From an optimization exercise on the open Yosys and OpenROAD flow, aimed at small area, a short achievable clock period and few clock cycles per item; shortcuts taken in it are not production practice.
Function was checked by simulation only, so behaviour that the tests miss may differ from the original.
Power and IR drop assume default switching activity.

### design/flow/constraint.sdc
create_clock -name core_clock -period 8.0 [get_ports {clk}]
set_input_delay 1.6000 -clock core_clock [delete_from_list [all_inputs] [get_ports {clk}]]
set_output_delay 1.6000 -clock core_clock [all_outputs]
set_load 0.01 [all_outputs]
### design/flow/config.mk
export PLATFORM = sky130hd
export DESIGN_NAME = sparse_batch_accum
export DESIGN_NICKNAME = sparse_batch_accum
export VERILOG_FILES = /design/flow/design.v
export SDC_FILE = /design/flow/constraint.sdc
export NUM_CORES = 4
export LEC_CHECK = 0
export ABC_AREA = 1
export CAP_MARGIN = 20
export CORE_MARGIN = 2
export CORE_UTILIZATION = 55
export CTS_CLUSTER_DIAMETER = 80
export CTS_CLUSTER_SIZE = 25
export SETUP_SLACK_MARGIN = 5
export SLEW_MARGIN = 20
### design/flow/flow/run.sh
#!/bin/bash
set -euo pipefail
bash standard.sh SETUP_SLACK_MARGIN=5.5 finish > flow_standard.log 2>&1
### design/flow/design.v
package sparse_batch_accum_pkg;
  localparam int DATA_W = 8;
  localparam int RES_W  = 32;
  localparam int IDX_W  = 4;
  localparam int BATCH  = 32;
  function automatic int bw(input int v);
    if (v <= 2) begin
      bw = 1;
    end else begin
      bw = $clog2(v);
    end
  endfunction
  typedef enum logic [1:0] {
    ACCUM = 2'd0,
    FLUSH = 2'd1,
    DRAIN = 2'd2
  } state_t;
endpackage
module sparse_add_raw #(
  parameter int PW    = 16,
  parameter int RES_W = 32
) (
  input  logic [RES_W-1:0] acc,
  input  logic [PW-1:0]    prod,
  output logic [RES_W-1:0] sum,
  output logic             ovf_p,
  output logic             ovf_n
);
  localparam int HW = RES_W - PW;
  logic [PW:0]   lo;
  logic [HW-1:0] hi, hi_inc, hi_dec;
  logic          c, s, up, dn;
  assign lo     = {1'b0, acc[PW-1:0]} + {1'b0, prod};
  assign hi     = acc[RES_W-1:PW];
  assign hi_inc = hi + 1'b1;
  assign hi_dec = hi - 1'b1;
  assign c      = lo[PW];
  assign s      = prod[PW-1];
  assign up     = c & ~s;
  assign dn     = s & ~c;
  assign ovf_p  = up & (hi == {1'b0, {(HW-1){1'b1}}});
  assign ovf_n  = dn & (hi == {1'b1, {(HW-1){1'b0}}});
  assign sum    = {(up ? hi_inc : (dn ? hi_dec : hi)), lo[PW-1:0]};
endmodule
module sparse_mac_stage #(
  parameter int DATA_W = sparse_batch_accum_pkg::DATA_W,
  parameter int RES_W  = sparse_batch_accum_pkg::RES_W
) (
  input  logic [RES_W-1:0]    acc_rd,
  input  logic                fwd,
  input  logic [RES_W-1:0]    prev_raw,
  input  logic                prev_sat_p,
  input  logic                prev_sat_n,
  input  logic [2*DATA_W-1:0] prod,
  output logic [RES_W-1:0]    res_raw,
  output logic                res_sat_p,
  output logic                res_sat_n,
  output logic                ovf
);
  localparam int PW = 2*DATA_W;
  localparam int HW = RES_W - PW;
  logic [RES_W-1:0] sum_a, sum_b, sum_c;
  logic             ovf_pa, ovf_na, ovf_pb, ovf_nb;
  logic             sel_a, sel_b, sel_c;
  logic             p_pos, p_neg, sat_pc, sat_nc, ovf_c;
  sparse_add_raw #(.PW(PW), .RES_W(RES_W)) u_add_a (
    .acc(acc_rd), .prod(prod), .sum(sum_a), .ovf_p(ovf_pa), .ovf_n(ovf_na)
  );
  sparse_add_raw #(.PW(PW), .RES_W(RES_W)) u_add_b (
    .acc(prev_raw), .prod(prod), .sum(sum_b), .ovf_p(ovf_pb), .ovf_n(ovf_nb)
  );
  assign p_neg  = prod[PW-1];
  assign p_pos  = ~prod[PW-1] & (|prod);
  assign sat_pc = prev_sat_p & p_pos;
  assign sat_nc = prev_sat_n & p_neg;
  assign ovf_c  = sat_pc | sat_nc;
  assign sum_c  = prev_sat_p ? {1'b0, {(HW-1){1'b1}}, prod - 1'b1} : {1'b1, {(HW-1){1'b0}}, prod};
  assign sel_a = ~fwd;
  assign sel_b = fwd & ~(prev_sat_p | prev_sat_n);
  assign sel_c = fwd & (prev_sat_p | prev_sat_n);
  always_comb begin
    res_raw   = ({RES_W{sel_a}} & sum_a) | ({RES_W{sel_b}} & sum_b) | ({RES_W{sel_c}} & sum_c);
    res_sat_p = (sel_a & ovf_pa) | (sel_b & ovf_pb) | (sel_c & sat_pc);
    res_sat_n = (sel_a & ovf_na) | (sel_b & ovf_nb) | (sel_c & sat_nc);
    ovf       = (sel_a & (ovf_pa | ovf_na)) | (sel_b & (ovf_pb | ovf_nb)) | (sel_c & ovf_c);
  end
endmodule
module sparse_mul_csa (
  input  logic [7:0]  a,
  input  logic [7:0]  b,
  output logic [15:0] row0,
  output logic [15:0] row1
);
  logic s1;
  logic c2;
  logic s3;
  logic c4;
  logic s5;
  logic c6;
  logic s7;
  logic c8;
  logic s9;
  logic c10;
  logic s11;
  logic c12;
  logic s13;
  logic c14;
  logic s15;
  logic c16;
  logic s17;
  logic c18;
  logic s19;
  logic c20;
  logic s21;
  logic c22;
  logic s23;
  logic c24;
  logic s25;
  logic c26;
  logic s27;
  logic c28;
  logic s29;
  logic c30;
  logic s31;
  logic c32;
  logic s33;
  logic c34;
  logic s35;
  logic c36;
  logic s37;
  logic c38;
  logic s39;
  logic c40;
  logic s41;
  logic c42;
  logic s43;
  logic c44;
  logic s45;
  logic c46;
  logic s47;
  logic c48;
  logic s49;
  logic c50;
  logic s51;
  logic c52;
  logic s53;
  logic c54;
  logic s55;
  logic c56;
  logic s57;
  logic c58;
  logic s59;
  logic c60;
  logic s61;
  logic c62;
  logic s63;
  logic c64;
  logic s65;
  logic c66;
  logic s67;
  logic c68;
  logic s69;
  logic c70;
  logic s71;
  logic c72;
  logic s73;
  logic c74;
  logic s75;
  logic c76;
  logic s77;
  logic c78;
  logic s79;
  logic c80;
  logic s81;
  logic c82;
  logic s83;
  logic c84;
  assign s1 = (a[0] & b[6]) ^ (a[1] & b[5]);
  assign c2 = (a[0] & b[6]) & (a[1] & b[5]);
  assign s3 = (~(a[0] & b[7])) ^ (a[1] & b[6]) ^ (a[2] & b[5]);
  assign c4 = ((~(a[0] & b[7])) & (a[1] & b[6])) | ((~(a[0] & b[7])) & (a[2] & b[5])) | ((a[1] & b[6]) & (a[2] & b[5]));
  assign s5 = (a[3] & b[4]) ^ (a[4] & b[3]);
  assign c6 = (a[3] & b[4]) & (a[4] & b[3]);
  assign s7 = (~(a[1] & b[7])) ^ (a[2] & b[6]) ^ (a[3] & b[5]);
  assign c8 = ((~(a[1] & b[7])) & (a[2] & b[6])) | ((~(a[1] & b[7])) & (a[3] & b[5])) | ((a[2] & b[6]) & (a[3] & b[5]));
  assign s9 = (a[4] & b[4]) ^ (a[5] & b[3]) ^ (a[6] & b[2]);
  assign c10 = ((a[4] & b[4]) & (a[5] & b[3])) | ((a[4] & b[4]) & (a[6] & b[2])) | ((a[5] & b[3]) & (a[6] & b[2]));
  assign s11 = (~(a[2] & b[7])) ^ (a[3] & b[6]) ^ (a[4] & b[5]);
  assign c12 = ((~(a[2] & b[7])) & (a[3] & b[6])) | ((~(a[2] & b[7])) & (a[4] & b[5])) | ((a[3] & b[6]) & (a[4] & b[5]));
  assign s13 = (a[0] & b[4]) ^ (a[1] & b[3]);
  assign c14 = (a[0] & b[4]) & (a[1] & b[3]);
  assign s15 = (a[0] & b[5]) ^ (a[1] & b[4]) ^ (a[2] & b[3]);
  assign c16 = ((a[0] & b[5]) & (a[1] & b[4])) | ((a[0] & b[5]) & (a[2] & b[3])) | ((a[1] & b[4]) & (a[2] & b[3]));
  assign s17 = (a[3] & b[2]) ^ (a[4] & b[1]);
  assign c18 = (a[3] & b[2]) & (a[4] & b[1]);
  assign s19 = (a[2] & b[4]) ^ (a[3] & b[3]) ^ (a[4] & b[2]);
  assign c20 = ((a[2] & b[4]) & (a[3] & b[3])) | ((a[2] & b[4]) & (a[4] & b[2])) | ((a[3] & b[3]) & (a[4] & b[2]));
  assign s21 = (a[5] & b[1]) ^ (a[6] & b[0]) ^ s1;
  assign c22 = ((a[5] & b[1]) & (a[6] & b[0])) | ((a[5] & b[1]) & s1) | ((a[6] & b[0]) & s1);
  assign s23 = (a[5] & b[2]) ^ (a[6] & b[1]) ^ (~(a[7] & b[0]));
  assign c24 = ((a[5] & b[2]) & (a[6] & b[1])) | ((a[5] & b[2]) & (~(a[7] & b[0]))) | ((a[6] & b[1]) & (~(a[7] & b[0])));
  assign s25 = s3 ^ s5 ^ c2;
  assign c26 = (s3 & s5) | (s3 & c2) | (s5 & c2);
  assign s27 = (~(a[7] & b[1])) ^ 1'b1 ^ s7;
  assign c28 = ((~(a[7] & b[1])) & 1'b1) | ((~(a[7] & b[1])) & s7) | (1'b1 & s7);
  assign s29 = s9 ^ c4 ^ c6;
  assign c30 = (s9 & c4) | (s9 & c6) | (c4 & c6);
  assign s31 = (a[5] & b[4]) ^ (a[6] & b[3]) ^ (~(a[7] & b[2]));
  assign c32 = ((a[5] & b[4]) & (a[6] & b[3])) | ((a[5] & b[4]) & (~(a[7] & b[2]))) | ((a[6] & b[3]) & (~(a[7] & b[2])));
  assign s33 = s11 ^ c8 ^ c10;
  assign c34 = (s11 & c8) | (s11 & c10) | (c8 & c10);
  assign s35 = (~(a[3] & b[7])) ^ (a[4] & b[6]) ^ (a[5] & b[5]);
  assign c36 = ((~(a[3] & b[7])) & (a[4] & b[6])) | ((~(a[3] & b[7])) & (a[5] & b[5])) | ((a[4] & b[6]) & (a[5] & b[5]));
  assign s37 = (a[6] & b[4]) ^ (~(a[7] & b[3])) ^ c12;
  assign c38 = ((a[6] & b[4]) & (~(a[7] & b[3]))) | ((a[6] & b[4]) & c12) | ((~(a[7] & b[3])) & c12);
  assign s39 = (~(a[4] & b[7])) ^ (a[5] & b[6]) ^ (a[6] & b[5]);
  assign c40 = ((~(a[4] & b[7])) & (a[5] & b[6])) | ((~(a[4] & b[7])) & (a[6] & b[5])) | ((a[5] & b[6]) & (a[6] & b[5]));
  assign s41 = (a[0] & b[3]) ^ (a[1] & b[2]);
  assign c42 = (a[0] & b[3]) & (a[1] & b[2]);
  assign s43 = (a[2] & b[2]) ^ (a[3] & b[1]) ^ (a[4] & b[0]);
  assign c44 = ((a[2] & b[2]) & (a[3] & b[1])) | ((a[2] & b[2]) & (a[4] & b[0])) | ((a[3] & b[1]) & (a[4] & b[0]));
  assign s45 = (a[5] & b[0]) ^ s15 ^ s17;
  assign c46 = ((a[5] & b[0]) & s15) | ((a[5] & b[0]) & s17) | (s15 & s17);
  assign s47 = s19 ^ s21 ^ c16;
  assign c48 = (s19 & s21) | (s19 & c16) | (s21 & c16);
  assign s49 = s23 ^ s25 ^ c20;
  assign c50 = (s23 & s25) | (s23 & c20) | (s25 & c20);
  assign s51 = s27 ^ s29 ^ c24;
  assign c52 = (s27 & s29) | (s27 & c24) | (s29 & c24);
  assign s53 = s31 ^ s33 ^ c28;
  assign c54 = (s31 & s33) | (s31 & c28) | (s33 & c28);
  assign s55 = s35 ^ s37 ^ c32;
  assign c56 = (s35 & s37) | (s35 & c32) | (s37 & c32);
  assign s57 = (~(a[7] & b[4])) ^ s39 ^ c36;
  assign c58 = ((~(a[7] & b[4])) & s39) | ((~(a[7] & b[4])) & c36) | (s39 & c36);
  assign s59 = (~(a[5] & b[7])) ^ (a[6] & b[6]) ^ (~(a[7] & b[5]));
  assign c60 = ((~(a[5] & b[7])) & (a[6] & b[6])) | ((~(a[5] & b[7])) & (~(a[7] & b[5]))) | ((a[6] & b[6]) & (~(a[7] & b[5])));
  assign s61 = (a[0] & b[2]) ^ (a[1] & b[1]);
  assign c62 = (a[0] & b[2]) & (a[1] & b[1]);
  assign s63 = (a[2] & b[1]) ^ (a[3] & b[0]) ^ s41;
  assign c64 = ((a[2] & b[1]) & (a[3] & b[0])) | ((a[2] & b[1]) & s41) | ((a[3] & b[0]) & s41);
  assign s65 = s13 ^ s43 ^ c42;
  assign c66 = (s13 & s43) | (s13 & c42) | (s43 & c42);
  assign s67 = c14 ^ s45 ^ c44;
  assign c68 = (c14 & s45) | (c14 & c44) | (s45 & c44);
  assign s69 = c18 ^ s47 ^ c46;
  assign c70 = (c18 & s47) | (c18 & c46) | (s47 & c46);
  assign s71 = c22 ^ s49 ^ c48;
  assign c72 = (c22 & s49) | (c22 & c48) | (s49 & c48);
  assign s73 = c26 ^ s51 ^ c50;
  assign c74 = (c26 & s51) | (c26 & c50) | (s51 & c50);
  assign s75 = c30 ^ s53 ^ c52;
  assign c76 = (c30 & s53) | (c30 & c52) | (s53 & c52);
  assign s77 = c34 ^ s55 ^ c54;
  assign c78 = (c34 & s55) | (c34 & c54) | (s55 & c54);
  assign s79 = c38 ^ s57 ^ c56;
  assign c80 = (c38 & s57) | (c38 & c56) | (s57 & c56);
  assign s81 = c40 ^ s59 ^ c58;
  assign c82 = (c40 & s59) | (c40 & c58) | (s59 & c58);
  assign s83 = (~(a[6] & b[7])) ^ (~(a[7] & b[6])) ^ c60;
  assign c84 = ((~(a[6] & b[7])) & (~(a[7] & b[6]))) | ((~(a[6] & b[7])) & c60) | ((~(a[7] & b[6])) & c60);
  assign row0[0] = (a[0] & b[0]);
  assign row1[0] = 1'b0;
  assign row0[1] = (a[0] & b[1]);
  assign row1[1] = (a[1] & b[0]);
  assign row0[2] = (a[2] & b[0]);
  assign row1[2] = s61;
  assign row0[3] = s63;
  assign row1[3] = c62;
  assign row0[4] = s65;
  assign row1[4] = c64;
  assign row0[5] = s67;
  assign row1[5] = c66;
  assign row0[6] = s69;
  assign row1[6] = c68;
  assign row0[7] = s71;
  assign row1[7] = c70;
  assign row0[8] = s73;
  assign row1[8] = c72;
  assign row0[9] = s75;
  assign row1[9] = c74;
  assign row0[10] = s77;
  assign row1[10] = c76;
  assign row0[11] = s79;
  assign row1[11] = c78;
  assign row0[12] = s81;
  assign row1[12] = c80;
  assign row0[13] = s83;
  assign row1[13] = c82;
  assign row0[14] = (a[7] & b[7]);
  assign row1[14] = c84;
  assign row0[15] = 1'b1;
  assign row1[15] = 1'b0;
endmodule
module sparse_batch_accum #(
  parameter int DATA_W = sparse_batch_accum_pkg::DATA_W,
  parameter int RES_W  = sparse_batch_accum_pkg::RES_W,
  parameter int IDX_W  = sparse_batch_accum_pkg::IDX_W,
  parameter int BATCH  = sparse_batch_accum_pkg::BATCH
) (
  input  logic              clk,
  input  logic              rst,
  input  logic              in_valid,
  output logic              in_ready,
  input  logic [DATA_W-1:0] in_data,
  input  logic [DATA_W-1:0] in_weight,
  input  logic [IDX_W-1:0]  in_idx,
  input  logic              in_last,
  output logic              out_valid,
  input  logic              out_ready,
  output logic [RES_W-1:0]  out_data,
  output logic [IDX_W-1:0]  out_idx,
  output logic              out_last,
  output logic [sparse_batch_accum_pkg::bw(BATCH+1)-1:0] sample_cnt
  , output logic            sat_flag
);
  localparam int NACC  = 2**IDX_W;
  localparam int CNT_W = sparse_batch_accum_pkg::bw(BATCH+1);
  localparam int PW    = 2*DATA_W;
  typedef enum logic [2:0] {
    ACCUM = 3'd0,
    WAIT1 = 3'd1,
    WAIT2 = 3'd2,
    WAIT3 = 3'd3,
    LOAD  = 3'd4,
    DRAIN = 3'd5
  } st_t;
  st_t                state, state_nxt;
  logic               accept, handshake, done;
  logic               last_sample;
  logic               s0_valid;
  logic [DATA_W-1:0]  s0_data, s0_weight;
  logic [IDX_W-1:0]   s0_idx;
  logic               m_valid;
  logic [IDX_W-1:0]   m_idx, m_idx_nxt;
  logic [PW-1:0]      m_row0, m_row1, mul_row0, mul_row1;
  logic               s1_valid;
  logic [IDX_W-1:0]   s1_idx;
  logic [PW-1:0]      s1_prod;
  logic [RES_W-1:0]   s1_acc;
  logic               s1_fwd;
  logic               s1_load;
  logic               s2_valid;
  logic [IDX_W-1:0]   s2_idx;
  logic [RES_W-1:0]   s2_raw, s2_res;
  logic               s2_sat_p, s2_sat_n;
  logic [RES_W-1:0]   acc [NACC];
  logic [NACC-1:0]    acc_vld;
  logic [RES_W-1:0]   rd_val;
  logic [RES_W-1:0]   add_raw;
  logic               add_sat_p, add_sat_n, add_ovf;
  assign accept    = in_valid & in_ready;
  assign handshake = out_valid & out_ready;
  assign done      = handshake & out_last;
  assign last_sample = (sample_cnt == CNT_W'(BATCH - 1));
  always_comb begin
    state_nxt = state;
    m_idx_nxt = s0_idx;
    case (state)
      ACCUM: begin
        if (accept && in_last && last_sample) state_nxt = WAIT1;
      end
      WAIT1: begin
        state_nxt = WAIT2;
      end
      WAIT2: begin
        state_nxt = WAIT3;
        m_idx_nxt = '0;
      end
      WAIT3: begin
        state_nxt = LOAD;
        m_idx_nxt = '0;
      end
      LOAD: begin
        state_nxt = DRAIN;
        m_idx_nxt = IDX_W'(1);
      end
      DRAIN: begin
        m_idx_nxt = handshake ? m_idx + 1'b1 : m_idx;
        if (done) state_nxt = ACCUM;
      end
      default: begin
        state_nxt = ACCUM;
      end
    endcase
  end
  always_ff @(posedge clk or posedge rst) begin
    if (rst) begin
      state      <= ACCUM;
      in_ready   <= 1'b0;
      out_valid  <= 1'b0;
      out_last   <= 1'b0;
      out_idx    <= '0;
      sample_cnt <= '0;
      s0_valid   <= 1'b0;
      m_valid    <= 1'b0;
      s1_valid   <= 1'b0;
      s2_valid   <= 1'b0;
      acc_vld    <= '0;
    end else begin
      state     <= state_nxt;
      in_ready  <= (state_nxt == ACCUM);
      out_valid <= (state_nxt == DRAIN);
      if (state == LOAD) begin
        out_idx  <= '0;
        out_last <= 1'b0;
      end else if (handshake) begin
        out_idx  <= out_idx + 1'b1;
        out_last <= (out_idx == IDX_W'(NACC - 2));
      end
      if (done) begin
        sample_cnt <= '0;
      end else if (accept && in_last) begin
        sample_cnt <= sample_cnt + 1'b1;
      end
      s0_valid <= accept;
      m_valid  <= s0_valid;
      s1_valid <= m_valid;
      s2_valid <= s1_valid;
      if (done) begin
        acc_vld <= '0;
      end else if (s2_valid) begin
        acc_vld[s2_idx] <= 1'b1;
      end
    end
  end
  always_ff @(posedge clk or posedge rst) begin
    if (rst) begin
      sat_flag <= 1'b0;
    end else if (done) begin
      sat_flag <= 1'b0;
    end else if (s1_valid && add_ovf) begin
      sat_flag <= 1'b1;
    end
  end
  always_ff @(posedge clk) begin
    s0_data   <= in_data;
    s0_weight <= in_weight;
    s0_idx    <= in_idx;
  end
  sparse_mul_csa u_mul (.a(s0_data), .b(s0_weight), .row0(mul_row0), .row1(mul_row1));
  always_ff @(posedge clk) begin
    m_idx  <= m_idx_nxt;
    m_row0 <= mul_row0;
    m_row1 <= mul_row1;
  end
  always_comb begin
    if (s2_valid && (s2_idx == m_idx)) begin
      rd_val = s2_res;
    end else if (acc_vld[m_idx]) begin
      rd_val = acc[m_idx];
    end else begin
      rd_val = '0;
    end
  end
  assign s1_load = (state != DRAIN) | out_ready;
  always_ff @(posedge clk) begin
    s1_idx  <= m_idx;
    s1_prod <= m_row0 + m_row1;
    s1_fwd  <= s1_valid & (s1_idx == m_idx);
    if (s1_load) begin
      s1_acc <= rd_val;
    end
  end
  assign out_data = s1_acc;
  sparse_mac_stage #(.DATA_W(DATA_W), .RES_W(RES_W)) u_mac (
    .acc_rd(s1_acc), .fwd(s1_fwd), .prev_raw(s2_raw), .prev_sat_p(s2_sat_p),
    .prev_sat_n(s2_sat_n), .prod(s1_prod), .res_raw(add_raw), .res_sat_p(add_sat_p),
    .res_sat_n(add_sat_n), .ovf(add_ovf)
  );
  always_ff @(posedge clk) begin
    s2_idx   <= s1_idx;
    s2_raw   <= add_raw;
    s2_sat_p <= add_sat_p;
    s2_sat_n <= add_sat_n;
  end
  always_comb begin
    if (s2_sat_p) begin
      s2_res = {1'b0, {(RES_W-1){1'b1}}};
    end else if (s2_sat_n) begin
      s2_res = {1'b1, {(RES_W-1){1'b0}}};
    end else begin
      s2_res = s2_raw;
    end
  end
  always_ff @(posedge clk) begin
    if (s2_valid) begin
      acc[s2_idx] <= s2_res;
    end
  end
endmodule
### design/flow/standard.sh
#!/bin/bash
# synth_recipe.tcl (not shown) runs the flow's synth.tcl, then flattens the netlist and writes it again
# the make line also repeats each setting of config.mk as NAME=value (left out here)
make -C /OpenROAD-flow-scripts/flow DESIGN_CONFIG=/design/flow/config.mk WORK_HOME=/design/flow/orfs CLKGATE_MAP_FILE= SYNTH_SCRIPT=/design/flow/synth_recipe.tcl "${@:-finish}"
==> out/metrics.yaml, run 1 <==
outcome:
  status: "no timing/DRC/antenna violations"
detailed_routing:
  vias: 23200
  dr.pass1.iters: 5
  drt-initial-drc-count: 1852
  vias_per_cell: 5.77
  wirelength_um: 87700
  antenna_left: 0
  remaining_drc_errors: 0
  routedWlPerCell_um: 21.8
yosys:
  synth_fa_ha_area_share_pct: 4.95
  yosysUniqueCellTypes: 63
  syn_area_um2: 32800
  yosys.area.top_type: "edfxtp_1"
  synth_top_family_by_area: "simple AND/OR/NAND/NOR gates"
  synth_compound_area_share_pct: 11.5
  yosys.area_share.simple_pct: 11.8
  synthFlopType: "edfxtp_1"
  ys_ff_latch: 697
  synth_nets: 3227
  synth.avg_cell_area_um2: 10.6
  yosysWarnings: 2
  yosysSeqAreaShare_pct: 59.8
  synth_most_common_cell: "edfxtp_1"
  synthXorXnorAreaFrac_pct: 1.42
  synth_edf_count: 548
  synth_mux_area_share_pct: 3.91
  yosys-top-cells-count: "edfxtp_1, nand2_1, inv_1"
  synth.top_cell.area_share_pct: 50.2
  syn_inst: 3095
  synth_area_leaders: "edfxtp_1, dfxtp_1, nand2_1"
  synthArstFlopShare_pct: 5.31
floorplanning:
  die_w_um: 248
  dieArea_um2: 61600
  core_um2: 59000
  row_count: 89
  start_util_pct: 55.6
  die_h_um: 248
  io_pins: 71
worst_setup_path:
  cp_slowest_cell: "edfxtp_1"
  startpoint_type: "flop"
  r2r_slack_ps: 5270
  r2r_end: "sat_flag"
  path_delay_family: "flip-flops"
  cp.required_ps: 6400
  crit_arrival_ps: 1340
  cp_num_buf_inv: 1
  cp_cell_sequence: "buf_2"
  r2r_cells: 11
  crit_path_end_kind: "output port"
  cpPeakStageDelay_ps: 540
  timing.rr.start: "s1_fwd"
  crit_fanout: 2
  worst-setup-path-type: "reg -> out"
worst_hold_path:
  hp-start: "m_row0[0]"
  hold_path_class: "reg -> reg"
  whs_endpoint: "s1_prod[0]"
  holdPathStages: 0
clock_tree:
  cts_max_level: 2
  insertion_delay_ps: 600
  ctsHoldBuffers: 0
  clockBufferDepth: 3
  clockRootBuffer: "clkbuf_16"
  cts_tree: "yes"
  cts_made_buffers: 37
  clkTransAtPathRegs_ps: 100
  clock-sinks: 697
sta:
  layout_setup_ws_ps: 5060
  rsz0062_at_grt: "true"
  min_period_ps: 2940
  tightest_slew_ps: 1140
  post-route-period-util_pct: 36.7
  finalSetupViolCount: 0
  slew_headroom_pct: 23.5
  max_freq_ghz: 0.340
  tns_ps: 0
  hold_violations: 0
  fin_skew_ps: 41.1
  drv_slew: 0
global_routing:
  grt_pass1_wl_um: 130000
  overflow: 0
  grt_pass1_vias: 22100
  antenna_found_initial: 0
  grt.total_usage_pct: 28.1
  grt_max_degree: 87
final_layout:
  drive_gt1_share_pct: 13.9
  fill_cells: 4781
  syn_to_final_growth_pct: 12.9
  final_area_um2: 37000
  diodes: 0
  final_nets: 3355
pwr:
  power.density_nw_per_um2: 389
  ir_drop_uv: 235
  leakage_uw: 0.0149
run:
  drv_cap: 0
placed_design:
  port_buffers: 70
  dpl.hpwl_um: 50300
  place_ws_ps: 4230
  dpl_cell_area_um2: 34200
  routabilityCongestion: 0.887
-- logic make-up (layout without fill, tap and decap cells) --
logic type | Yosys count | in the layout
and+or+nand+nor | 909 | 910
buffers and inverters | 515 | 662
AOI/OAI and AO/OA | 686 | 686
adders and majority gates | 107 | 107
muxes | 128 | 128
DFF | 697 | 697
xor gates and xnor gates | 53 | 53
-- flip-flops by register name, summed over array words and instances (netlist names), 3 cells and up, named ones only --
register	flops
acc	512
s1_acc	32
s2_raw	32
acc_vld	16
s1_prod	16
m_row0	15
m_row1	14
s0_data	8
s0_weight	8
sample_cnt	6
m_idx	4
out_idx	4
s0_idx	4
s1_idx	4
s2_idx	4
state	3
-- final cells by class --
cell class,instances,area (um2),share of cell area (%)
multi-input cells,1884,11700,31.5
repair buffers,225,1990,5.37
clock inverters,13,221,0.598
well taps,773,967,2.61
inverters,371,1450,3.91
clock buffers,46,981,2.65
repair inverters,7,62.6,0.169
flip-flops and latches,697,19700,53.2
-- how the worst max path moves through the flow --
stage,startpoint,end,slack (ps),cells past startpoint
global placement,out_ready,in_ready,4300,9
detailed placement,out_ready,in_ready,4230,9
floorplan,s0_data[6],m_row0[8],5400,9
CTS,s1_acc[8],out_data[8],5030,1
finish,s1_acc[13],out_data[13],5060,1
global route,s1_acc[13],out_data[13],5040,1
-- cell usage in the layout, fill, tap and decap left out, types with 11 or more instances in the layout --
cell type        netlist  routed
dfxtp_4                0      18
inv_1                361     345
o21ai_1               53      54
clkbuf_16              0      39
buf_2                 23      35
inv_2                  4      12
nand3_2                3      27
clkdlybuf4s50_1        0      23
dfrtp_1               37      37
xor2_1                43      43
dfxtp_1              112      88
o21ai_2                4      12
fa_1                  38      32
nand3_1              158     131
nand2_2                9      28
nand2_1              519     488
a21oi_1              219     212
o211ai_1              73      73
nor3_1                24      24
buf_6                 17      27
nand4_1               18      18
buf_4                 15     123
edfxtp_1             548     548
nand2_4                2      11
nor2_1               143     125
mux2i_1              128     128
ha_1                  69      64
nor2_4                 2      19
o21ai_0              291     280
-- through the flow --
step,total power [uW],hold slack (ps),util (%),cells
6_report,14400,342,62.7,4016
5_1_grt,15300,359,62.7,4016
4_1_cts,13900,345,61.3,3973
3_5_place_dp,11400,325,58.0,3837
3_3_place_gp,11300,312,58.0,3837
2_1_floorplan,9480,310,-,3095
-- metal layers --
| layer | wire [um] | vias to the layer above | global-route usage [%] |
|---|---|---|---|
| met5 | 0 | - | 0 |
| met2 | 43000 | 751 | 47.5 |
| met3 | 4520 | 135 | 2.24 |
| met4 | 2810 | 0 | 9.63 |
| met1 | 37400 | 11400 | 38.5 |
| li1 | - | 10900 | - |
-- repair_timing --
item	4_1_cts	5_1_grt
gates cloned	6	4
pin swaps	13	50
setup endpoints to repair	170	123
resized for setup	288	131
setup buffers	71	39
-- where the power goes --
group          internal [uW]  switching (uW)  leakage [uW]  total [uW]
combinational           2430            4330       0.00792        6760
clock                   1000            1180      0.000579        2190
sequential              4900             564       0.00644        5460
Testbench counts, summed over its fixed seeds: cycles 5,290, items 4,650.
==> run 2: changes to the inputs <==
--- a/design/flow/design.v
+++ b/design/flow/design.v
@@ -17,29 +17,30 @@
   } state_t;
 endpackage
-module sparse_add_raw #(
-  parameter int PW    = 16,
-  parameter int RES_W = 32
+module sparse_ks_add #(
+  parameter int W = 16
 ) (
-  input  logic [RES_W-1:0] acc,
-  input  logic [PW-1:0]    prod,
-  output logic [RES_W-1:0] sum,
-  output logic             ovf_p,
-  output logic             ovf_n
+  input  logic [W-1:0] a,
+  input  logic [W-1:0] b,
+  output logic [W-1:0] sum,
+  output logic         cout
 );
-  localparam int HW = RES_W - PW;
-  logic [PW:0]   lo;
-  logic [HW-1:0] hi, hi_inc, hi_dec;
-  logic          c, s, up, dn;
-  assign lo     = {1'b0, acc[PW-1:0]} + {1'b0, prod};
-  assign hi     = acc[RES_W-1:PW];
-  assign hi_inc = hi + 1'b1;
-  assign hi_dec = hi - 1'b1;
-  assign c      = lo[PW];
-  assign s      = prod[PW-1];
-  assign up     = c & ~s;
-  assign dn     = s & ~c;
-  assign ovf_p  = up & (hi == {1'b0, {(HW-1){1'b1}}});
-  assign ovf_n  = dn & (hi == {1'b1, {(HW-1){1'b0}}});
-  assign sum    = {(up ? hi_inc : (dn ? hi_dec : hi)), lo[PW-1:0]};
+  localparam int L = $clog2(W);
+  logic [W-1:0] g [L+1];
+  logic [W-1:0] p [L+1];
+  assign g[0] = a & b;
+  assign p[0] = a ^ b;
+  for (genvar l = 0; l < L; l++) begin : g_lvl
+    for (genvar i = 0; i < W; i++) begin : g_bit
+      if (i >= (1 << l)) begin : g_op
+        assign g[l+1][i] = g[l][i] | (p[l][i] & g[l][i-(1<<l)]);
+        assign p[l+1][i] = p[l][i] & p[l][i-(1<<l)];
+      end else begin : g_pass
+        assign g[l+1][i] = g[l][i];
+        assign p[l+1][i] = p[l][i];
+      end
+    end
+  end
+  assign sum  = p[0] ^ {g[L][W-2:0], 1'b0};
+  assign cout = g[L][W-1];
 endmodule
 module sparse_mac_stage #(
@@ -47,41 +48,61 @@
   parameter int RES_W  = sparse_batch_accum_pkg::RES_W
 ) (
-  input  logic [RES_W-1:0]    acc_rd,
-  input  logic                fwd,
-  input  logic [RES_W-1:0]    prev_raw,
-  input  logic                prev_sat_p,
-  input  logic                prev_sat_n,
-  input  logic [2*DATA_W-1:0] prod,
-  output logic [RES_W-1:0]    res_raw,
-  output logic                res_sat_p,
-  output logic                res_sat_n,
-  output logic                ovf
+  input  logic [RES_W-1:0]          acc_rd,
+  input  logic                      fwd,
+  input  logic                      fwd_flags,
+  input  logic [RES_W-2*DATA_W-1:0] prev_hi,
+  input  logic                      prev_k,
+  input  logic                      prev_s,
+  input  logic [RES_W-2*DATA_W-1:0] prev_top,
+  input  logic [2*DATA_W-1:0]       prev_lo,
+  input  logic                      prev_sat_p,
+  input  logic                      prev_sat_n,
+  input  logic [2*DATA_W-1:0]       prod,
+  output logic [RES_W-2*DATA_W-1:0] res_hi,
+  output logic [2*DATA_W-1:0]       res_lo,
+  output logic                      res_k,
+  output logic                      res_sat_p,
+  output logic                      res_sat_n,
+  output logic                      ovf
 );
   localparam int PW = 2*DATA_W;
   localparam int HW = RES_W - PW;
-  logic [RES_W-1:0] sum_a, sum_b, sum_c;
-  logic             ovf_pa, ovf_na, ovf_pb, ovf_nb;
-  logic             sel_a, sel_b, sel_c;
-  logic             p_pos, p_neg, sat_pc, sat_nc, ovf_c;
-  sparse_add_raw #(.PW(PW), .RES_W(RES_W)) u_add_a (
-    .acc(acc_rd), .prod(prod), .sum(sum_a), .ovf_p(ovf_pa), .ovf_n(ovf_na)
-  );
-  sparse_add_raw #(.PW(PW), .RES_W(RES_W)) u_add_b (
-    .acc(prev_raw), .prod(prod), .sum(sum_b), .ovf_p(ovf_pb), .ovf_n(ovf_nb)
-  );
-  assign p_neg  = prod[PW-1];
-  assign p_pos  = ~prod[PW-1] & (|prod);
-  assign sat_pc = prev_sat_p & p_pos;
-  assign sat_nc = prev_sat_n & p_neg;
-  assign ovf_c  = sat_pc | sat_nc;
-  assign sum_c  = prev_sat_p ? {1'b0, {(HW-1){1'b1}}, prod - 1'b1} : {1'b1, {(HW-1){1'b0}}, prod};
+  localparam logic [HW-1:0] HI_MAX = {1'b0, {(HW-1){1'b1}}};
+  localparam logic [HW-1:0] HI_MIN = {1'b1, {(HW-1){1'b0}}};
+  logic [PW:0]   u_a, u_b, u_c;
+  logic [HW-1:0] hi_a, hi_c;
+  logic          ps, sel_a, sel_b, sel_c, fsel_a, fsel_b, fsel_c;
+  logic          pend_up, pend_dn, pend_0, top_max, top_min;
+  logic          ovf_pa, ovf_na, ovf_pb, ovf_nb, ovf_pc, ovf_nc;
+  assign ps = prod[PW-1];
+  sparse_ks_add #(.W(PW)) u_add_a (.a(acc_rd[PW-1:0]), .b(prod), .sum(u_a[PW-1:0]), .cout(u_a[PW]));
+  assign hi_a   = acc_rd[RES_W-1:PW];
+  assign ovf_pa = (hi_a == HI_MAX) & u_a[PW] & ~ps;
+  assign ovf_na = (hi_a == HI_MIN) & ~u_a[PW] & ps;
+  sparse_ks_add #(.W(PW)) u_add_b (.a(prev_lo), .b(prod), .sum(u_b[PW-1:0]), .cout(u_b[PW]));
+  assign pend_up = prev_k & ~prev_s;
+  assign pend_dn = prev_s & ~prev_k;
+  assign pend_0  = ~(pend_up | pend_dn);
+  assign top_max = ((prev_hi == HI_MAX) & pend_0) | ((prev_hi == HI_MAX - 1'b1) & pend_up);
+  assign top_min = ((prev_hi == HI_MIN) & pend_0) | ((prev_hi == HI_MIN + 1'b1) & pend_dn);
+  assign ovf_pb  = top_max & u_b[PW] & ~ps;
+  assign ovf_nb  = top_min & ~u_b[PW] & ps;
+  assign u_c    = prev_sat_p ? ({1'b0, {PW{1'b1}}} + {1'b0, prod}) : {1'b0, prod};
+  assign hi_c   = prev_sat_p ? HI_MAX : HI_MIN;
+  assign ovf_pc = prev_sat_p & u_c[PW] & ~ps;
+  assign ovf_nc = prev_sat_n & ~u_c[PW] & ps;
   assign sel_a = ~fwd;
   assign sel_b = fwd & ~(prev_sat_p | prev_sat_n);
   assign sel_c = fwd & (prev_sat_p | prev_sat_n);
+  assign fsel_a = ~fwd_flags;
+  assign fsel_b = fwd_flags & ~(prev_sat_p | prev_sat_n);
+  assign fsel_c = fwd_flags & (prev_sat_p | prev_sat_n);
   always_comb begin
-    res_raw   = ({RES_W{sel_a}} & sum_a) | ({RES_W{sel_b}} & sum_b) | ({RES_W{sel_c}} & sum_c);
-    res_sat_p = (sel_a & ovf_pa) | (sel_b & ovf_pb) | (sel_c & sat_pc);
-    res_sat_n = (sel_a & ovf_na) | (sel_b & ovf_nb) | (sel_c & sat_nc);
-    ovf       = (sel_a & (ovf_pa | ovf_na)) | (sel_b & (ovf_pb | ovf_nb)) | (sel_c & ovf_c);
+    res_hi    = ({HW{sel_a}} & hi_a) | ({HW{sel_b}} & prev_top) | ({HW{sel_c}} & hi_c);
+    res_lo    = ({PW{sel_a}} & u_a[PW-1:0]) | ({PW{sel_b}} & u_b[PW-1:0]) | ({PW{sel_c}} & u_c[PW-1:0]);
+    res_k     = (sel_a & u_a[PW]) | (sel_b & u_b[PW]) | (sel_c & u_c[PW]);
+    res_sat_p = (fsel_a & ovf_pa) | (fsel_b & ovf_pb) | (fsel_c & ovf_pc);
+    res_sat_n = (fsel_a & ovf_na) | (fsel_b & ovf_nb) | (fsel_c & ovf_nc);
+    ovf       = res_sat_p | res_sat_n;
   end
 endmodule
@@ -318,10 +339,11 @@
   localparam int CNT_W = sparse_batch_accum_pkg::bw(BATCH+1);
   localparam int PW    = 2*DATA_W;
+  localparam int HW    = RES_W - PW;
   typedef enum logic [2:0] {
     ACCUM = 3'd0,
     WAIT1 = 3'd1,
     WAIT2 = 3'd2,
-    WAIT3 = 3'd3,
-    LOAD  = 3'd4,
+    LOAD1 = 3'd3,
+    LOAD2 = 3'd4,
     DRAIN = 3'd5
   } st_t;
@@ -329,10 +351,12 @@
   logic               accept, handshake, done;
   logic               last_sample;
-  logic               s0_valid;
-  logic [DATA_W-1:0]  s0_data, s0_weight;
-  logic [IDX_W-1:0]   s0_idx;
+  logic               i_valid;
+  logic [IDX_W-1:0]   i_idx;
+  logic [DATA_W-1:0]  i_data, i_weight;
   logic               m_valid;
   logic [IDX_W-1:0]   m_idx, m_idx_nxt;
-  logic [PW-1:0]      m_row0, m_row1, mul_row0, mul_row1;
+  logic [PW-1:0]      m_x0, m_x1, fin_x0, fin_x1;
+  logic [PW-1:0]      prod;
+  logic               prod_cout;
   logic               s1_valid;
   logic [IDX_W-1:0]   s1_idx;
@@ -341,13 +365,18 @@
   logic               s1_fwd;
   logic               s1_load;
+  logic               draining, mac_fwd;
   logic               s2_valid;
   logic [IDX_W-1:0]   s2_idx;
-  logic [RES_W-1:0]   s2_raw, s2_res;
+  logic [HW-1:0]      s2_hi, s2_top;
+  logic [PW-1:0]      s2_lo;
+  logic               s2_k, s2_s;
+  logic [RES_W-1:0]   s2_res;
   logic               s2_sat_p, s2_sat_n;
   logic [RES_W-1:0]   acc [NACC];
   logic [NACC-1:0]    acc_vld;
   logic [RES_W-1:0]   rd_val;
-  logic [RES_W-1:0]   add_raw;
-  logic               add_sat_p, add_sat_n, add_ovf;
+  logic [HW-1:0]      add_hi;
+  logic [PW-1:0]      add_lo;
+  logic               add_k, add_sat_p, add_sat_n, add_ovf;
   assign accept    = in_valid & in_ready;
   assign handshake = out_valid & out_ready;
@@ -356,5 +385,5 @@
   always_comb begin
     state_nxt = state;
-    m_idx_nxt = s0_idx;
+    m_idx_nxt = i_idx;
     case (state)
       ACCUM: begin
@@ -365,14 +394,18 @@
       end
       WAIT2: begin
-        state_nxt = WAIT3;
+        state_nxt = LOAD1;
         m_idx_nxt = '0;
       end
-      WAIT3: begin
-        state_nxt = LOAD;
-        m_idx_nxt = '0;
+      LOAD1: begin
+        if (s1_valid && (s1_idx == '0)) begin
+          m_idx_nxt = '0;
+        end else begin
+          state_nxt = LOAD2;
+          m_idx_nxt = IDX_W'(1);
+        end
       end
-      LOAD: begin
+      LOAD2: begin
         state_nxt = DRAIN;
-        m_idx_nxt = IDX_W'(1);
+        m_idx_nxt = IDX_W'(2);
       end
       DRAIN: begin
@@ -390,8 +423,6 @@
       in_ready   <= 1'b0;
       out_valid  <= 1'b0;
-      out_last   <= 1'b0;
-      out_idx    <= '0;
       sample_cnt <= '0;
-      s0_valid   <= 1'b0;
+      i_valid    <= 1'b0;
       m_valid    <= 1'b0;
       s1_valid   <= 1'b0;
@@ -402,11 +433,4 @@
       in_ready  <= (state_nxt == ACCUM);
       out_valid <= (state_nxt == DRAIN);
-      if (state == LOAD) begin
-        out_idx  <= '0;
-        out_last <= 1'b0;
-      end else if (handshake) begin
-        out_idx  <= out_idx + 1'b1;
-        out_last <= (out_idx == IDX_W'(NACC - 2));
-      end
       if (done) begin
         sample_cnt <= '0;
@@ -414,6 +438,6 @@
         sample_cnt <= sample_cnt + 1'b1;
       end
-      s0_valid <= accept;
-      m_valid  <= s0_valid;
+      i_valid  <= accept;
+      m_valid  <= i_valid;
       s1_valid <= m_valid;
       s2_valid <= s1_valid;
@@ -425,4 +449,13 @@
     end
   end
+  always_ff @(posedge clk) begin
+    if (state != DRAIN) begin
+      out_idx  <= '0;
+      out_last <= 1'b0;
+    end else if (handshake) begin
+      out_idx  <= out_idx + 1'b1;
+      out_last <= (out_idx == IDX_W'(NACC - 2));
+    end
+  end
   always_ff @(posedge clk or posedge rst) begin
     if (rst) begin
@@ -435,14 +468,15 @@
   end
   always_ff @(posedge clk) begin
-    s0_data   <= in_data;
-    s0_weight <= in_weight;
-    s0_idx    <= in_idx;
+    i_idx    <= in_idx;
+    i_data   <= in_data;
+    i_weight <= in_weight;
   end
-  sparse_mul_csa u_mul (.a(s0_data), .b(s0_weight), .row0(mul_row0), .row1(mul_row1));
+  sparse_mul_csa u_mul (.a(i_data), .b(i_weight), .row0(fin_x0), .row1(fin_x1));
   always_ff @(posedge clk) begin
-    m_idx  <= m_idx_nxt;
-    m_row0 <= mul_row0;
-    m_row1 <= mul_row1;
+    m_idx <= m_idx_nxt;
+    m_x0  <= fin_x0;
+    m_x1  <= fin_x1;
   end
+  sparse_ks_add #(.W(PW)) u_cpa (.a(m_x0), .b(m_x1), .sum(prod), .cout(prod_cout));
   always_comb begin
     if (s2_valid && (s2_idx == m_idx)) begin
@@ -457,5 +491,5 @@
   always_ff @(posedge clk) begin
     s1_idx  <= m_idx;
-    s1_prod <= m_row0 + m_row1;
+    s1_prod <= m_valid ? prod : '0;
     s1_fwd  <= s1_valid & (s1_idx == m_idx);
     if (s1_load) begin
@@ -463,15 +497,30 @@
     end
   end
-  assign out_data = s1_acc;
+  assign draining = (state == DRAIN);
+  assign mac_fwd  = draining ? ~out_ready : s1_fwd;
+  assign out_data = {s2_hi, s2_lo};
   sparse_mac_stage #(.DATA_W(DATA_W), .RES_W(RES_W)) u_mac (
-    .acc_rd(s1_acc), .fwd(s1_fwd), .prev_raw(s2_raw), .prev_sat_p(s2_sat_p),
-    .prev_sat_n(s2_sat_n), .prod(s1_prod), .res_raw(add_raw), .res_sat_p(add_sat_p),
-    .res_sat_n(add_sat_n), .ovf(add_ovf)
+    .acc_rd(s1_acc), .fwd(mac_fwd), .fwd_flags(s1_fwd), .prev_hi(s2_hi), .prev_k(s2_k),
+    .prev_s(s2_s), .prev_top(s2_top), .prev_lo(s2_lo), .prev_sat_p(s2_sat_p),
+    .prev_sat_n(s2_sat_n), .prod(s1_prod), .res_hi(add_hi), .res_lo(add_lo), .res_k(add_k),
+    .res_sat_p(add_sat_p), .res_sat_n(add_sat_n), .ovf(add_ovf)
   );
   always_ff @(posedge clk) begin
-    s2_idx   <= s1_idx;
-    s2_raw   <= add_raw;
-    s2_sat_p <= add_sat_p;
-    s2_sat_n <= add_sat_n;
+    s2_idx     <= s1_idx;
+    s2_hi      <= add_hi;
+    s2_lo      <= add_lo;
+    s2_k       <= add_k;
+    s2_s       <= s1_prod[PW-1];
+    s2_sat_p   <= add_sat_p;
+    s2_sat_n   <= add_sat_n;
+  end
+  always_comb begin
+    if (s2_k && !s2_s) begin
+      s2_top = s2_hi + 1'b1;
+    end else if (s2_s && !s2_k) begin
+      s2_top = s2_hi - 1'b1;
+    end else begin
+      s2_top = s2_hi;
+    end
   end
   always_comb begin
@@ -481,5 +530,5 @@
       s2_res = {1'b1, {(RES_W-1){1'b0}}};
     end else begin
-      s2_res = s2_raw;
+      s2_res = {s2_top, s2_lo};
     end
   end
==> design/flow/flow/run.sh (replaced) <==
#!/bin/bash
set -euo pipefail
bash standard.sh SETUP_SLACK_MARGIN=5.3 finish > flow_standard.log 2>&1
--- a/design/flow/config.mk
+++ b/design/flow/config.mk
@@ -6,5 +6,4 @@
 export NUM_CORES = 4
 export LEC_CHECK = 0
-export ABC_AREA = 1
 export CAP_MARGIN = 20
 export CORE_MARGIN = 2
==> run 2 against run 1 <==
Against the previous run: still clean; first-iteration DRC count decreased by 5.7%; sequential share of layout area increased by 5.1 points; core utilization about the same; clock skew decreased by 22 ps; sequential cell count increased by 2; critical path type is now reg -> reg; largest cell class unchanged; highest routed layer is now met5.
==> out/metrics.yaml, run 2 <==
outcome:
  status: "no timing/DRC/antenna violations"
final_layout:
  diodes: 0
  syn_to_final_growth_pct: 12.4
  layout_common_cells: "edfxtp_1, mux4_2, nor2_1"
  drive_gt1_share_pct: 24.3
  final_nets: 2171
  largest_reg_flops: 512
  finish.utilization_pct: 62.8
  regMostFlops: "acc"
  reg.largest.list: "acc x512, s1_acc x32"
  final_common_cell: "edfxtp_1"
global_routing:
  grt_pass1_wl_um: 111000
  grt_max_degree: 69
  grt.total_usage_pct: 26.8
  antenna_found_initial: 2
  overflow: 0
  grt_pass1_vias: 17300
worst_setup_path:
  startpoint_type: "flop"
  cpPeakStageDelay_ps: 550
  worst-setup-path-type: "reg -> reg"
  cp.required_ps: 8480
  crit_fanout: 4
  r2r_end: "sat_flag"
  cp_cell_sequence: "ha_2 -> inv_1 -> fa_2 -> nor2b_2 -> o31a_1 -> o2111ai_4 -> o22ai_2 -> o21a_1 -> nor2_2 -> a2111o_1 -> o21a_1"
  cp_num_buf_inv: 1
  r2r_cells: 11
  crit_path_end_kind: "flop"
  r2r_slack_ps: 5110
  path_delay_family: "compound AO/OA/AOI/OAI gates"
  startpoint: "s1_acc[0]"
  cpMostUsedCell: "o21a_1"
  crit_arrival_ps: 3370
  timing.rr.start: "s1_acc[0]"
  cp_slowest_cell: "a2111o_1"
yosys:
  syn_inst: 1910
  yosys-top-cells-count: "edfxtp_1, mux4_2, nor2_1"
  synth_most_common_cell: "edfxtp_1"
  synth_nets: 2043
  synth_edf_count: 548
  yosysSeqAreaShare_pct: 65.0
  synth_area_leaders: "edfxtp_1, mux4_2, dfxtp_1"
  syn_area_um2: 30200
  yosysWarnings: 5
  synth.avg_cell_area_um2: 15.8
  synthArstFlopShare_pct: 4.58
  synth.top_cell.area_share_pct: 54.4
  synthFlopType: "edfxtp_1"
  yosys.area.top_type: "edfxtp_1"
  ys_ff_latch: 699
  yosysUniqueCellTypes: 68
pwr:
  combPwrFrac_pct: 38.3
  ir_drop_uv: 197
  clock_power_share_pct: 17.4
  p_switching_uw: 4260
  seqPwrFrac_pct: 44.3
  internal-power_uw: 8030
  power.density_nw_per_um2: 362
  leakage_uw: 0.0119
  p_sw_share_pct: 34.7
run:
  drv_cap: 0
sta:
  slew_headroom_pct: 40.4
  max_freq_ghz: 0.346
  drv_slew: 0
  finalSetupViolCount: 0
  tns_ps: 0
  tightest_slew_ps: 894
  fin_skew_ps: 18.8
  hold_violations: 0
  rsz0062_at_grt: "true"
  min_period_ps: 2890
  post-route-period-util_pct: 36.1
clock_tree:
  clock-sinks: 699
  cts_max_level: 2
  clockRootBuffer: "clkbuf_16"
  insertion_delay_ps: 600
  cts_made_buffers: 37
  clkTransAtPathRegs_ps: 100
  cts_tree: "yes"
  ctsHoldBuffers: 0
  clockBufferDepth: 3
floorplanning:
  core_um2: 54100
  io_pins: 71
  dieArea_um2: 56900
  start_util_pct: 55.9
  die_w_um: 238
  die_h_um: 238
  row_count: 85
detailed_routing:
  antenna_left: 0
  routedWlPerCell_um: 27.6
  dr.pass1.iters: 5
  vias_per_cell: 6.24
  wirelength_um: 76100
  drt-initial-drc-count: 1746
  vias: 17200
  remaining_drc_errors: 0
worst_hold_path:
  hold_path_class: "reg -> reg"
  hp-start: "i_valid"
  whs_endpoint: "m_valid"
  holdPathStages: 0
placed_design:
  port_buffers: 70
  dpl.hpwl_um: 41500
  routabilityCongestion: 0.856
-- run 2: cell count changes in the layout (fill, tap and decap cells not counted), sizes merged, moves of 22 or more --
cell,before,now
and3,2,24
o21ai,348,39
nand2,530,106
a21oi,221,40
a21o,6,53
o211ai,75,8
nand3,161,50
mux2i,128,6
xnor2,10,36
buf,199,147
inv,371,69
and2,1,52
mux4,0,166
-- run 2: repair_timing --
action,in CTS,in global routing
gates cloned,4,2
endpoints found under the setup margin,205,135
pin swaps,12,8
gates resized for setup,327,33
buffers inserted,54,16
-- run 2: worst max path at each step --
| stage | endpoint | slack (ps) | cells after the start |
|---|---|---|---|
| 2_1_floorplan | acc[12][0] | 5130 | 5 |
| 3_3_place_gp | s2_lo[14] | 4160 | 4 |
| 3_5_place_dp | s2_lo[14] | 4080 | 4 |
| 4_1_cts | sat_flag | 5100 | 11 |
| 5_1_grt | sat_flag | 5050 | 11 |
| 6_report | sat_flag | 5110 | 11 |
-- run 2: worst reg2reg max path, cell delays in order, from the launching register on --
cell and delay, ps:
edfxtp_1 450, ha_2 220, inv_1 50, fa_2 350
nor2b_2 150, o31a_1 240, o2111ai_4 170, o22ai_2 150
o21a_1 150, nor2_2 70, a2111o_1 550, o21a_1 230
-- run 2: stage by stage --
step	cell area, um2	total power (uW)	setup WS [ps]	instances	hold slack, ps
floorplan	30300	8360	5130	1910	331
global placement	31800	9720	4160	2618	335
detailed placement	31800	9780	4080	2618	341
CTS	33700	12200	5100	2736	362
global route	34000	12900	5050	2755	376
finish	34000	12300	5110	2755	357
-- run 2: power by group through the flow --
stage                     registers [uW]  clock network, uW  logic [uW]
after global routing                5490               2310        5100
after detailed placement            5570                  0        4210
final                               5440               2140        4710
after global placement              5570                  0        4140
after floorplan                     5240                  0        3120
after CTS                           5440               2190        4600
-- run 2: logic make-up after synthesis --
family | after synthesis | share of synthesized area, %
flops | 699 | 65.0
fa+ha+maj | 108 | 5.41
compound gates | 232 | 5.17
xor+xnor | 68 | 1.97
buf+inv | 148 | 2.16
mux | 176 | 12.7
simple gates | 479 | 7.66
-- run 2: layer usage --
metal / track usage, % / vias up / share of wire (%)
met5: 0 / - / 0.014
met3: 2.76 / 93 / 5.9
li1: - / 7561 / -
met2: 45.6 / 551 / 50
met4: 7.50 / 2 / 2.6
met1: 37.3 / 8985 / 42
-- run 2: cell type report --
class                      instances  area [um2]
sequential                       699       19800
inverter                          62         233
multi-input combinational       1067       10400
timing repair buffer             171        1520
clock buffer                      51        1040
fill                            3968       20100
clock inverter                     9         120
tap                              696         871
Testbench counts of run 2, summed over its fixed seeds: cycles 5,290, items 4,650.
==> run 3: changes to the inputs <==
--- a/design/flow/design.v
+++ b/design/flow/design.v
@@ -463,5 +463,5 @@
     end else if (done) begin
       sat_flag <= 1'b0;
-    end else if (s1_valid && add_ovf) begin
+    end else if (s2_valid && (s2_sat_p || s2_sat_n)) begin
       sat_flag <= 1'b1;
     end
==> run 3 against run 2 <==
Against the previous run: still clean; critical path depth shrank 10; area after synthesis is 0.21% higher; maximum frequency increased by 5.8%; core utilization is 0.28 points lower; die area increased by 0.20%; count of clock-buffer cells in the layout down 4; clock skew up 3.6 ps; critical path type is now reg -> out; largest cell class unchanged.
==> out/metrics.yaml, run 3 <==
outcome:
  status: "no timing/DRC/antenna violations"
sta:
  slew_headroom_pct: 34.5
  rsz0062_at_grt: "true"
  drv_slew: 0
  fin_skew_ps: 22.4
  holdWs_ps: 358
  hold_violations: 0
  finalSetupViolCount: 0
  layout_setup_ws_ps: 5270
  tightest_slew_ps: 981
  min_period_ps: 2730
  tns_ps: 0
  max_freq_ghz: 0.366
  post-route-period-util_pct: 34.1
final_layout:
  largest_reg_flops: 512
  layout_common_cells: "edfxtp_1, mux4_2, buf_4"
  multiInputGateArea_um2: 10400
  final_common_cell: "edfxtp_1"
  syn_to_final_growth_pct: 13.0
  regMostFlops: "acc"
  fill_cells: 4020
  reg.largest.list: "acc x512, s1_acc x32"
  diodes: 0
  drive_gt1_share_pct: 25.1
  final_cells: 2803
  seq_area_um2: 19800
  final_nets: 2210
placed_design:
  port_buffers: 70
  place_ws_ps: 3660
  dpl.cell_count: 2644
  dpl.hpwl_um: 41700
  routabilityCongestion: 0.889
yosys:
  synth_nets: 2057
  synth_most_common_cell: "edfxtp_1"
  synthArstFlopShare_pct: 4.58
  synthFlopType: "edfxtp_1"
  synth.top_cell.area_share_pct: 54.3
  synth_edf_count: 548
  yosysSeqAreaShare_pct: 64.8
  yosys.area.top_type: "edfxtp_1"
  yosys-top-cells-count: "edfxtp_1, mux4_2, dfxtp_1"
  syn_inst: 1924
  ys_ff_latch: 699
  yosysWarnings: 5
  syn_area_um2: 30300
  synth_area_leaders: "edfxtp_1, mux4_2, dfxtp_1"
  yosysUniqueCellTypes: 73
  synth.avg_cell_area_um2: 15.7
worst_setup_path:
  cpPeakStageDelay_ps: 410
  r2r_cells: 9
  startpoint: "sample_cnt[0]"
  path_delay_family: "flip-flops"
  crit_cells: 1
  cp.required_ps: 6400
  startpoint_type: "flop"
  crit_path_end_kind: "output port"
  cp_cell_sequence: "buf_2"
  crit_arrival_ps: 1130
  cp_slowest_cell: "dfrtp_1"
  timing.rr.start: "s1_acc[0]"
  worst-setup-path-type: "reg -> out"
  cp_num_buf_inv: 1
  crit_fanout: 3
floorplanning:
  core_um2: 54800
  start_util_pct: 55.3
  row_count: 86
  die_h_um: 239
  dieArea_um2: 57000
  die_w_um: 239
  io_pins: 71
pwr:
  leakage_uw: 0.0119
  ir_drop_uv: 262
  power.density_nw_per_um2: 370
detailed_routing:
  remaining_drc_errors: 0
  routedWlPerCell_um: 27.2
  vias_per_cell: 6.18
  antenna_left: 0
  dr.pass1.iters: 5
  drt-initial-drc-count: 1649
  vias: 17300
  wirelength_um: 76200
run:
  drv_cap: 0
clock_tree:
  cts_tree: "yes"
  ctsHoldBuffers: 0
  insertion_delay_ps: 590
  cts_max_level: 2
  clock-sinks: 699
  clkTransAtPathRegs_ps: 80
  cts_made_buffers: 37
  clockBufferDepth: 3
  clockRootBuffer: "clkbuf_16"
worst_hold_path:
  hp-start: "i_valid"
  holdPathStages: 0
  hold_path_class: "reg -> reg"
global_routing:
  overflow: 0
  grt_max_degree: 63
  grt_pass1_wl_um: 111000
  grt_pass1_vias: 17200
  grt.total_usage_pct: 26.9
  antenna_found_initial: 1
[run 3: cell types whose count changed in the layout (fill, tap and decap cells not counted), sizes merged, moves of 6 or more]
cell | previous run | this run
a21oi | 40 | 70
a21o | 53 | 16
inv | 69 | 93
nor2b | 9 | 3
nor3 | 33 | 22
xnor2 | 36 | 45
nor2 | 144 | 109
nand2 | 106 | 83
nor4 | 12 | 20
o21ai | 39 | 84
and3 | 24 | 9
buf | 147 | 170
[run 3: logic make-up after synthesis]
kind of cell | synth area share (%)
AO/OA/AOI/OAI | 5.77
XOR/XNOR | 2.08
adder cells (fa/ha/maj) | 5.40
buffers and inverters | 2.23
flip-flops | 64.8
multiplexers | 12.9
AND/OR/NAND/NOR | 6.84
[run 3: stage by stage]
stage	util [%]	total power (uW)	cell area, um2
after floorplan	-	8580	30500
after global placement	58.4	10000	32000
after detailed placement	58.4	10100	32000
after CTS	62.0	12600	33900
after global routing	62.5	13300	34200
final	62.5	12700	34200
[run 3: timing repair]
action | CTS | global route
cloned | 2 | 2
resized for setup | 335 | 23
setup endpoints to repair | 278 | 96
pin swaps | 8 | 13
setup buffers | 72 | 22
[run 3: routing by layer]
layer / routed length (um) / up-vias / global-route usage (%)
met5: 10 / - / 0
met4: 2510 / 2 / 7.84
met3: 4110 / 123 / 3.28
met2: 37500 / 542 / 44.9
met1: 32100 / 8961 / 37.5
li1: - / 7697 / -
[run 3: cell type report]
| class | instances | area share (%) |
|---|---|---|
| Clock buffer | 47 | 2.84 |
| Timing Repair Buffer | 197 | 4.97 |
| Sequential cell | 699 | 57.9 |
| Inverter | 88 | 0.976 |
| Multi-Input combinational cell | 1054 | 30.3 |
| Clock inverter | 14 | 0.387 |
| Tap cell | 704 | 2.57 |
[run 3: final timing paths]
kind | endpoint | slack (ps)
min | m_valid | 360
min reg2reg | m_valid | 360
min in group asynchronous | in_ready | 1400
max in group asynchronous | s2_valid | 6280
max | sample_cnt[0] | 5270
max reg2reg | s2_sat_p | 5340
[run 3: power by group]
part           switching, uW  leakage [uW]  internal [uW]
logic                   2840       0.00495           2240
clock network           1160      0.000537            919
registers                513       0.00639           5000
[run 3: worst register-to-register path, stage by stage (launching register included)]
cell,delay (ps)
edfxtp_1,490
ha_1,270
fa_1,440
a211oi_2,260
o21ai_1,140
a311oi_2,270
buf_4,170
o21ai_1,130
o311ai_1,250
a21oi_1,110
Testbench counts of run 3, summed over its fixed seeds: cycles 5,290, items 4,650.
==> run 4: changes to the inputs <==
--- a/design/flow/design.v
+++ b/design/flow/design.v
@@ -421,7 +421,4 @@
     if (rst) begin
       state      <= ACCUM;
-      in_ready   <= 1'b0;
-      out_valid  <= 1'b0;
-      sample_cnt <= '0;
       i_valid    <= 1'b0;
       m_valid    <= 1'b0;
@@ -431,11 +428,4 @@
     end else begin
       state     <= state_nxt;
-      in_ready  <= (state_nxt == ACCUM);
-      out_valid <= (state_nxt == DRAIN);
-      if (done) begin
-        sample_cnt <= '0;
-      end else if (accept && in_last) begin
-        sample_cnt <= sample_cnt + 1'b1;
-      end
       i_valid  <= accept;
       m_valid  <= i_valid;
@@ -450,4 +440,19 @@
   end
   always_ff @(posedge clk) begin
+    if (rst) begin
+      in_ready   <= 1'b0;
+      out_valid  <= 1'b0;
+      sample_cnt <= '0;
+    end else begin
+      in_ready  <= (state_nxt == ACCUM);
+      out_valid <= (state_nxt == DRAIN);
+      if (done) begin
+        sample_cnt <= '0;
+      end else if (accept && in_last) begin
+        sample_cnt <= sample_cnt + 1'b1;
+      end
+    end
+  end
+  always_ff @(posedge clk) begin
     if (state != DRAIN) begin
       out_idx  <= '0;
@@ -458,5 +463,5 @@
     end
   end
-  always_ff @(posedge clk or posedge rst) begin
+  always_ff @(posedge clk) begin
     if (rst) begin
       sat_flag <= 1'b0;
==> run 4 against run 3 <==
Against the previous run: worst hold slack got worse by 4.6 ps; sequential power decreased by 18%; clock skew decreased by 2.1 ps; non-clock buffer count unchanged; area after synthesis decreased by 0.54%; critical endpoint is now acc[2][1]; sequential cell count unchanged; core utilization increased by 0.65 points; highest routed layer unchanged.
==> out/metrics.yaml, run 4 <==
worst_setup_path:
  cpPeakStageDelay_ps: 640
  cpMostUsedCell: "inv_1"
  crit_fanout: 18
  startpoint_type: "flop"
  cp.required_ps: 8240
  cp_slowest_cell: "dfxtp_1"
  crit_arrival_ps: 2980
  crit_path_end_kind: "flop"
  cp_num_buf_inv: 3
  path_delay_family: "buffers and inverters"
  cp_cell_sequence: "inv_1 -> buf_4 -> a21oi_1 -> inv_1"
  r2r_slack_ps: 5260
  worst-setup-path-type: "reg -> reg"
sta:
  holdWs_ps: 353
  slew_headroom_pct: 41.5
  layout_setup_ws_ps: 5260
  max_freq_ghz: 0.365
  tightest_slew_ps: 877
  finalSetupViolCount: 0
  post-route-period-util_pct: 34.3
  min_period_ps: 2740
  rsz0062_at_grt: "true"
  drv_slew: 0
  hold_violations: 0
  fin_skew_ps: 20.3
  tns_ps: 0
pwr:
  power.density_nw_per_um2: 246
  leakage_uw: 0.0121
  ir_drop_uv: 205
yosys:
  synth.top_cell.area_share_pct: 54.6
  ys_ff_latch: 699
  synth_area_leaders: "edfxtp_1, mux4_2, dfxtp_1"
  synthArstFlopShare_pct: 3.29
  synth_most_common_cell: "edfxtp_1"
  yosys-top-cells-count: "edfxtp_1, mux4_2, dfxtp_1"
  yosysWarnings: 5
  syn_area_um2: 30100
  synth_edf_count: 548
  yosysUniqueCellTypes: 70
  synthFlopType: "edfxtp_1"
  synth_nets: 2047
  synth.avg_cell_area_um2: 15.7
  yosys.area.top_type: "edfxtp_1"
  syn_inst: 1914
  yosysSeqAreaShare_pct: 65.0
clock_tree:
  insertion_delay_ps: 590
  cts_tree: "yes"
  clockBufferDepth: 3
  ctsHoldBuffers: 0
  cts_made_buffers: 36
  cts_max_level: 2
  clockRootBuffer: "clkbuf_16"
  clock-sinks: 699
  clkTransAtPathRegs_ps: 100
global_routing:
  antenna_found_initial: 1
  grt_pass1_wl_um: 109000
  overflow: 0
  grt.total_usage_pct: 26.0
  grt_max_degree: 63
  grt_pass1_vias: 17100
final_layout:
  finish.utilization_pct: 63.2
  final_nets: 2204
  final_cells: 2789
  fill_cells: 4078
  layout_common_cells: "edfxtp_1, mux4_2, buf_4"
  drive_gt1_share_pct: 25.8
  reg.largest.list: "acc x512, s1_acc x32"
  largest_reg_flops: 512
  regMostFlops: "acc"
  syn_to_final_growth_pct: 13.2
  final_common_cell: "edfxtp_1"
placed_design:
  routabilityCongestion: 0.871
  dpl.cell_count: 2623
  dpl.hpwl_um: 41600
  port_buffers: 70
  place_ws_ps: 3960
floorplanning:
  io_pins: 71
  start_util_pct: 55.8
  row_count: 85
  die_w_um: 238
  die_h_um: 238
  dieArea_um2: 56700
  core_um2: 54000
detailed_routing:
  remaining_drc_errors: 0
  vias_per_cell: 6.12
  dr.pass1.iters: 5
  antenna_left: 0
  routedWlPerCell_um: 26.2
  wirelength_um: 72900
  vias: 17100
  drt-initial-drc-count: 1661
run:
  drv_cap: 0
worst_hold_path:
  hold_path_class: "reg -> reg"
outcome:
  status: "no timing/DRC/antenna violations"
-- run 4: changes by cell type after synthesis, sizes merged, moves of 8 or more --
cell    before  now
dfrtp       32   23
nor3        22   34
o21ai       84   71
nand2b      19    7
a21oi       70   97
nor4        20   12
dfxtp      119  128
-- run 4: what timing repair did --
| item | CTS | global route |
|---|---|---|
| endpoints found under the setup margin | 326 | 175 |
| gates resized for setup | 311 | 77 |
| cloned | 5 | 0 |
| setup buffers | 74 | 27 |
| pin swaps | 12 | 12 |
-- run 4: area by class of cell --
class	count	area (um2)	share of cell area, %
antenna	1	2.50	0.00733
clock buffer	50	996	2.92
clock inverter	9	83.8	0.246
inverter	90	345	1.01
multi-input combinational	1047	10300	30.2
sequential	699	19800	58.0
tap	696	871	2.55
timing repair buffer	197	1720	5.04
-- run 4: path summary, 6_finish.rpt --
| check | start | to | depth (start not counted) |
|---|---|---|---|
| worst max-delay path | s2_sat_n | acc[2][1] | 4 |
| worst min-delay path | i_valid | m_valid | 0 |
| worst max register to register | s2_sat_n | acc[2][1] | 4 |
| worst min register to register | i_valid | m_valid | 0 |
| max in group asynchronous | rst | acc_vld[6] | 2 |
| min in group asynchronous | rst | s2_valid | 2 |
-- run 4: worst register-to-register path, cell delays in order, from the launching register on --
cell	delay, ps
dfxtp_1	640
inv_1	470
buf_4	370
a21oi_1	530
inv_1	390
-- run 4: cells by family (layout without fill, tap and decap cells) --
logic type / after synthesis / count (layout) / synth area share [%]
compound gates: 283 / 283 / 5.73
xor+xnor: 69 / 69 / 2.01
fa+ha+maj: 108 / 108 / 5.43
buf+inv: 171 / 346 / 2.20
flops: 699 / 699 / 65.0
mux: 176 / 178 / 12.7
other cells: 0 / 1 / 0
simple gates: 408 / 409 / 6.88
-- run 4: through the flow --
| stage | cell area (um2) | power [uW] |
|---|---|---|
| finish | 34100 | 8400 |
| global route | 34100 | 8770 |
| CTS | 33600 | 8370 |
| detailed placement | 31800 | 6250 |
| global placement | 31800 | 6210 |
| floorplan | 30200 | 5650 |
-- run 4: routing by layer --
layer | part of all wire, % | GRT usage (%)
met5 | 0.018 | 0
met4 | 2.5 | 6.02
met3 | 4.9 | 3.30
met2 | 51 | 45.2
met1 | 42 | 35.5
-- run 4: where the power goes --
group	internal, uW	switching [uW]	total [uW]
combinational	745	1080	1830
clock	900	1140	2040
sequential	4360	165	4530
Testbench counts of run 4, summed over its fixed seeds: cycles 5,290, items 4,650.

## afterwards: timing with drivers on the ports
The results above use ideal ports. As a check the final layouts listed here were re-extracted and re-timed, cells and wires unchanged.
Step 1 (the two cells are an assumption about what drives the block):
set clk [get_ports {clk}]
set_driving_cell -lib_cell sky130_fd_sc_hd__clkbuf_16 $clk
set_driving_cell -lib_cell sky130_fd_sc_hd__buf_2 [delete_from_list [all_inputs] $clk]
Step 2 times the ports against the registers' clock, not the clock port: input delays grow and output delays shrink by t, the midpoint of the rising clock arrivals with the driver on.
Slacks: ideal / step 1 / step 2; pairs: ideal / step 1.
run | t, ns | setup WS [ns] | clock arrival spread, ns | cell pins on the clock port's net
run 1 | 0.641 | 5.061 / 4.996 / 4.916 | 0.042 / 0.041 | 1
run 2 | 0.652 | 5.113 / 5.107 / 4.742 | 0.024 / 0.024 | 1
run 3 | 0.632 | 5.270 / 5.213 / 4.740 | 0.031 / 0.030 | 1
run 4 | 0.641 | 5.260 / 5.260 / 4.734 | 0.023 / 0.023 | 1
After both steps every run listed still meets setup and hold. The setup slack of run 3, which loses most, moves by -0.057 ns with the drivers and by -0.530 ns with both steps.
